Source: an optimization exercise on an open RTL-to-GDS flow (aim: small area). Production flows keep margins and buffers that such runs may drop. The RTL was checked by simulation tests, not by an equivalence proof against the original design. Power is estimated from default activity; no workload was simulated.

run A:
## ntrpt_cam_fifo
module ntrpt_cam_fifo (
  input  logic            clk,
  input  logic            reset,
  input  logic            push,
  input  logic            pop,
  input  fifo_pkg::data_t din,
  output fifo_pkg::data_t dout,
  output logic            pndng,
  output logic            full,
  output logic            mtip
);
Size in the first run: ~910 cells after synthesis, ~520 flip-flops, ~71 I/O pins, about 19000 µm² of cells after synthesis.
clock: 7.0 ns
lec_check: 0
cap_margin: 5
core_margin: 2
core_utilization: 70
slew_margin: 5
synth_hierarchical: 1
standard.sh (not shown) runs the stock make flow with config.mk's settings and CLKGATE_MAP_FILE= SYNTH_SCRIPT=/design/flow/synth_recipe.tcl, a recipe that flattens the netlist after the stock synthesis.
==> flow/flow/run.sh <==
#!/bin/bash
# Standard ORFS layout, with two changes: the port buffers are the
# smallest buffer cell, and clock-tree synthesis uses clkbuf_8 clusters
# without dummy loads. The make output goes to flow_make.log here; each
# ORFS step also keeps its own log under orfs/logs/.
set -euo pipefail
export BUFFER_PORTS_ARGS="-buffer_cell sky130_fd_sc_hd__buf_1"
export CTS_ARGS="-sink_clustering_enable -repair_clock_nets -dont_use_dummy_load -buf_list sky130_fd_sc_hd__clkbuf_8 -sink_clustering_size 18 -sink_clustering_max_diameter 50"
bash standard.sh finish > flow_make.log 2>&1
Changes in run B relative to run A:
- changing SLEW_MARGIN from 5 to 20
- changing CORE_UTILIZATION from 70 to 85
- changing CAP_MARGIN from 5 to 20
Findings:
- Run B was carried through to the last stage, and its layout satisfied the timing, design-rule and antenna checks.
- Between run A and run B, relative area change from synthesis to final layout is lower for run B, run A comes in above that.
- Between run B and run A, it is run B whose HPWL after detailed placement is higher, by about 9%.
- Compared with run A, run B shows minimum clock period after layout higher by 0.25 ns.
- Area share of buffers outside the clock network for run B: 0.15 points down relative to run A
- Compare run A and run B | global-route wire length before repair higher: run B
- The faster design of the two is run A; run B tops out lower.
- From run A to run B, flip-flop and latch count did not move at all.
For run C, these inputs were changed with respect to run B:
- CORE_UTILIZATION: 85 -> 70
Notes after the runs:
Run C vs run B — detail-routed net length per standard cell dropped by more than 10%. Reported for run B and run C, count of buffers from port buffering turned out identical to the last digit. Of run B and run C, the lower clock network power belongs to run B. On standard cell core area, the lower figure sits with run B, not run C. From run B to run C the numbers moved as follows: final area +0.78%; met3 usage in global routing -3.0 points; final non-filler cell total +58. Global-route usage was lower in the run labelled run C. Overall power after layout | run C below run B. Highest-delay cell along the critical path = or3b_2: run C; highest-delay cell along the critical path = nor2_2: run B. Minimum period implied by the final worst setup slack in run C is 0.26 ns below run B.

========
The RTL this note starts from:
==> flow/design.v <==
package fifo_pkg;
  typedef logic [32-1:0] data_t;
  typedef logic [$clog2(16):0] count_t;
endpackage
package ntrpt_pkg;
  typedef logic [16-1:0] cause_t;
endpackage
module occupancy_counter (
  input  logic             clk,
  input  logic             reset,
  input  logic             push,
  input  logic             pop,
  output fifo_pkg::count_t count,
  output logic             push_ok,
  output logic             pop_ok
);
  logic is_full;
  logic is_empty;
  assign is_full  = count[$clog2(16)];
  assign is_empty = (count == '0);
  assign push_ok = push && (!is_full || pop);
  assign pop_ok  = pop && !is_empty;
  logic up;
  logic down;
  assign up   = push_ok && !pop_ok;
  assign down = pop_ok && !push_ok;
  always_ff @(posedge clk or posedge reset) begin
    if (reset) begin
      count <= '0;
    end else begin
      count <= count + {{$clog2(16){down}}, up || down};
    end
  end
endmodule
module entry_shift_store (
  input  logic             clk,
  input  logic             reset,
  input  logic             push_ok,
  input  logic             pop_ok,
  input  fifo_pkg::data_t  din,
  input  fifo_pkg::count_t count,
  output fifo_pkg::data_t [16-1:0] entries
);
  always_ff @(posedge clk) begin
    if (push_ok) begin
      entries <= {entries[16-2:0], din};
    end
  end
endmodule
module head_select_match (
  input  logic             clk,
  input  logic             reset,
  input  logic             push_ok,
  input  logic             pop_ok,
  input  fifo_pkg::data_t  din,
  input  fifo_pkg::data_t [16-1:0] entries,
  input  fifo_pkg::count_t count,
  output fifo_pkg::data_t  dout,
  output logic             pndng,
  output logic             full,
  output logic             mtip
);
  fifo_pkg::data_t  head_word;
  fifo_pkg::count_t hits;
  logic             hit_in;
  logic             hit_out;
  logic [16-1:0] head_sel;
  always_comb begin
    for (int k = 0; k < 16 - 1; k++) begin
      head_sel[k] = (count[$clog2(16)-1:0] == ($clog2(16))'(k + 1));
    end
    head_sel[16-1] = count[$clog2(16)];
  end
  head_mux mux_i (
    .sel     (head_sel),
    .entries (entries),
    .word    (head_word)
  );
  assign hit_in  = (ntrpt_pkg::cause_t'(din) == ntrpt_pkg::cause_t'(16'h0080));
  assign hit_out = (ntrpt_pkg::cause_t'(head_word) == ntrpt_pkg::cause_t'(16'h0080));
  logic hit_up;
  logic hit_down;
  assign hit_up   = push_ok && hit_in && !(pop_ok && hit_out);
  assign hit_down = pop_ok && hit_out && !(push_ok && hit_in);
  always_ff @(posedge clk or posedge reset) begin
    if (reset) begin
      hits <= '0;
    end else begin
      hits <= hits + {{$clog2(16){hit_down}}, hit_up || hit_down};
    end
  end
  assign dout  = head_word;
  assign pndng = (count != '0);
  assign full  = count[$clog2(16)];
  assign mtip  = (hits != '0);
endmodule
module head_mux (
  input  logic [16-1:0]            sel,
  input  fifo_pkg::data_t [16-1:0] entries,
  output fifo_pkg::data_t                   word
);
  localparam int NG = (16 + 2) / 3;
  fifo_pkg::data_t [NG-1:0] part_n;
  genvar g;
  generate
    for (g = 0; g < NG; g = g + 1) begin : g_grp
      if (3 * g + 2 < 16) begin : g_three
        sel3_nor grp_i (
          .sel (sel[3*g+2:3*g]),
          .a   (entries[3*g]),
          .b   (entries[3*g+1]),
          .c   (entries[3*g+2]),
          .y_n (part_n[g])
        );
      end else begin : g_rest
        always_comb begin
          part_n[g] = '1;
          for (int k = 3 * g; k < 16; k++) begin
            part_n[g] = part_n[g] & ~({32{sel[k]}} & entries[k]);
          end
        end
      end
    end
  endgenerate
  always_comb begin
    word = '0;
    for (int k = 0; k < NG; k++) begin
      word = word | ~part_n[k];
    end
  end
endmodule
module sel3_nor (
  input  logic [2:0]      sel,
  input  fifo_pkg::data_t a,
  input  fifo_pkg::data_t b,
  input  fifo_pkg::data_t c,
  output fifo_pkg::data_t y_n
);
  assign y_n = ~(({32{sel[0]}} & a) |
                 ({32{sel[1]}} & b) |
                 ({32{sel[2]}} & c));
endmodule
module ntrpt_cam_fifo (
  input  logic            clk,
  input  logic            reset,
  input  logic            push,
  input  logic            pop,
  input  fifo_pkg::data_t din,
  output fifo_pkg::data_t dout,
  output logic            pndng,
  output logic            full,
  output logic            mtip
);
  fifo_pkg::count_t count;
  logic             push_ok;
  logic             pop_ok;
  fifo_pkg::data_t [16-1:0] entries;
  occupancy_counter occupancy_i (
    .clk     (clk),
    .reset   (reset),
    .push    (push),
    .pop     (pop),
    .count   (count),
    .push_ok (push_ok),
    .pop_ok  (pop_ok)
  );
  entry_shift_store store_i (
    .clk     (clk),
    .reset   (reset),
    .push_ok (push_ok),
    .pop_ok  (pop_ok),
    .din     (din),
    .count   (count),
    .entries (entries)
  );
  head_select_match select_i (
    .clk     (clk),
    .reset   (reset),
    .push_ok (push_ok),
    .pop_ok  (pop_ok),
    .din     (din),
    .entries (entries),
    .count   (count),
    .dout    (dout),
    .pndng   (pndng),
    .full    (full),
    .mtip    (mtip)
  );
endmodule
export LEC_CHECK = 0
export CAP_MARGIN = 20
export CORE_MARGIN = 2
export CORE_UTILIZATION = 85
export SLEW_MARGIN = 20
export SYNTH_HIERARCHICAL = 1
create_clock -name core_clock -period 7.0 [get_ports {clk}]
Scripts as last shown in full above: flow/flow/run.sh
Next try:
Settings changed: CORE_UTILIZATION 85 to 70.
Setup slack gains 0.18 ns.
Clock skew went up by 0.011 ns.
Die area climbs by 21%.
Synthesized cell count is unchanged.
Sequential share of layout area came out lower by 0.20 points.
Routed wire length came out lower by 14%.
Register-to-register slack is better by 0.18 ns.
Sequential cell count stays the same.
Critical path depth is higher by 1.

-- separate check: timing with driven ports --
How much do the figures lean on ideal ports? The routed layouts below were timed once more, with nothing changed but the port constraints.
Step 1 sets driving cells, clkbuf_16 on the clock port and buf_2 on the other inputs (assumed; they add their load-dependent delay and slew).
Step 2, shift: input delay + t, output delay - t, t = (earliest + latest rising clock arrival at the registers) / 2. This alone moves slack from input paths to output paths.
Three values: ideal, step 1, step 2; two values: the first two.
run | shift t [ns] | slack for setup (ns) | worst hold slack (ns)
run A | 0.592 | 1.980 / 1.960 / 1.980 | 0.416 / 0.416 / 0.416
run B | 0.591 | 1.733 / 1.733 / 1.733 | 0.441 / 0.441 / 0.441
run C | 0.595 | 1.992 / 1.992 / 1.992 | 0.429 / 0.429 / 0.429
the first run of note 2 | 0.603 | 2.082 / 2.082 / 2.082 | 0.431 / 0.431 / 0.431
the second run of note 2 | 0.595 | 2.264 / 2.264 / 2.264 | 0.428 / 0.428 / 0.428
After both steps setup and hold are still met in every run listed.
